This is an optimization exercise on Yosys and OpenROAD, whose aim is small area and a short achievable clock period, not a production implementation.

==> v33: inputs <==
==> flow/design.v (excerpt) <==
module fmultiplier (
  input  logic        clk,
  input  logic        reset_n,
  input  logic [31:0] A,
  input  logic [31:0] B,
  output logic [31:0] result,
  output logic        exception
);
export LEC_CHECK = 0
export CAP_MARGIN = 20
export CORE_MARGIN = 2
export CORE_UTILIZATION = 55
export PLACE_DENSITY = 0.7
export SETUP_SLACK_MARGIN = 4
export SLEW_MARGIN = 20
create_clock -name core_clock -period 10.0 [get_ports {clk}]
standard.sh (not shown) runs the stock make flow with config.mk's settings and CLKGATE_MAP_FILE= SYNTH_SCRIPT=/design/flow/synth_recipe.tcl, a recipe that flattens the netlist after the stock synthesis.
==> flow/flow/run.sh <==
#!/bin/bash
# Own layout flow: the standard layout (standard.sh), with the synthesis
# script changed by flow/mksynth.sh (the design's full/half-adder modules mapped
# onto the library's adder cells; no early abc -fast) and with Yosys's own
# full-adder extraction off (ADDER_MAP_FILE empty), since the design's adders
# are already cells. Extra make variables, if any, come from flow/make_args.
# Registers, their names and all steps after synthesis are the standard flow's.
set -euo pipefail
W=$PWD
bash flow/mksynth.sh "$W/synth_recipe.tcl" "$W" > flow_mksynth.log 2>&1
sed -e "s#$W/synth_recipe.tcl#$W/flow_synth.tcl#" standard.sh > flow_standard.sh
grep -q flow_synth.tcl flow_standard.sh
args=(ADDER_MAP_FILE=)
if [[ -f flow/make_args ]]; then
  while read -r a; do [[ -n "$a" ]] && args+=("$a"); done < flow/make_args
fi
echo "make args: ${args[*]}" > flow_make.log
bash flow_standard.sh "${args[@]}" finish >> flow_make.log 2>&1
==> flow/flow/mksynth.sh <==
#!/bin/bash
# usage: mksynth.sh FLOW_SYNTH_TCL OUTDIR
# Writes OUTDIR/flow_synth.tcl and OUTDIR/flow_synth_core.tcl: the standard flow's synthesis
# script (ORFS synthesis without fsm/share, then flatten and rename) with two
# changes: each fmul_fa / fmul_ha instance of the design becomes the library's
# full / half adder cell (the modules have the cells' pin names and functions),
# and Yosys's synth runs without its early "abc -fast" pass.
set -euo pipefail
src=$1; out=$2
core=$out/flow_synth_core.tcl
awk -v fa="${FA_CELL:-sky130_fd_sc_hd__fa_1}" '
  { print }
  /^hierarchy -check -top \$::env\(DESIGN_NAME\)$/ && !done {
    print "# map the design'"'"'s full-adder modules onto the library cell"
    print "chtype -map fmul_fa " fa
    print "chtype -map fmul_ha sky130_fd_sc_hd__ha_1"
    print "read_liberty -overwrite -setattr liberty_cell -lib {*}$::env(LIB_FILES)"
    print "hierarchy -check -top $::env(DESIGN_NAME)"
    done = 1
  }' "$FLOW_HOME/scripts/synth.tcl" > "$core"
grep -q "chtype -map fmul_fa" "$core"
sed -e 's/yosys synth -nofsm -noshare /yosys synth -nofsm -noshare -noabc /' \
    -e "s#source \$::env(SCRIPTS_DIR)/synth.tcl#source $core#" "$src" > "$out/flow_synth.tcl"
grep -q -- "-noabc" "$out/flow_synth.tcl"
grep -q "$core" "$out/flow_synth.tcl"
==> v7 (differences from v33) <==
==> flow/flow/run.sh (replaced) <==
#!/bin/bash
# Own layout flow: the standard layout (standard.sh), with the synthesis
# script changed by flow/mksynth.sh (full-adder modules mapped to the library's
# full-adder cell; no early abc -fast). Registers, their names and all steps
# after synthesis are the standard flow's.
set -euo pipefail
W=$PWD
bash flow/mksynth.sh "$W/synth_recipe.tcl" "$W" > flow_mksynth.log 2>&1
sed -e "s#$W/synth_recipe.tcl#$W/flow_synth.tcl#" standard.sh > flow_standard.sh
grep -q flow_synth.tcl flow_standard.sh
bash flow_standard.sh finish > flow_make.log 2>&1
==> notes <==
Of v7 and v33, v7 has the higher clock-buffer cell count (gap 2).
Setup slack: v7 is better than v33 (0.11 ns).
Die area: v7 is larger than v33 (about 0.8%).
Of v33 and v7, v7 has the higher area after synthesis (gap about 0.9%, measured against v7).
==> figures <==
| quantity | v7 | v33 |
|---|---|---|
| Synth unique cells | 88 | 90 |
| Starting density of the core | 0.557 | 0.555 |
| Origin of the worst min-delay path | nan_q | sign_q |
| Detail-routed net length per standard cell | 23.9 µm | 23.8 µm |
| Fraction of the mapped netlist area in simple logic gates | 0.169 | 0.177 |
| Final core utilization | 0.606 | 0.606 |
| Number of ordinary and repair buffers in the finished layout | 143 | 147 |
| Status | timing/DRC/antenna clean | timing/DRC/antenna clean |
| Max Fclk | 177 MHz | 173 MHz |
No functional check of the RTL was part of any run of this note.

re-timing with driven ports:
The flow's constraints put no driver on any port. The routed layouts listed below were extracted and timed again, unchanged, in two steps. Step 1: set_driving_cell puts a clkbuf_16 on clk and a buf_2 on each other input, an assumption about the parent block. Step 2, shift: input delay + t, output delay - t, t = (earliest + latest rising clock arrival at the registers) / 2. This alone moves slack from input paths to output paths. Slacks: no drivers / after step 1 / after step 2; pairs: no drivers / after step 1.
run | shift t [ns] | setup slack, ns | clock arrival spread, ns | worst register clock-pin slew, ns | pins driven straight from the clock port
v33 | 0.490 | 4.232 / 4.232 / 4.232 | 0.014 / 0.014 | 0.07 / 0.07 | 1
v7 | 0.509 | 4.338 / 4.338 / 4.335 | 0.013 / 0.014 | 0.07 / 0.07 | 1
After both steps every run listed still meets setup and hold. The setup slack of v7, which loses most, moves by 0.000 ns with the drivers and by -0.003 ns with both steps.
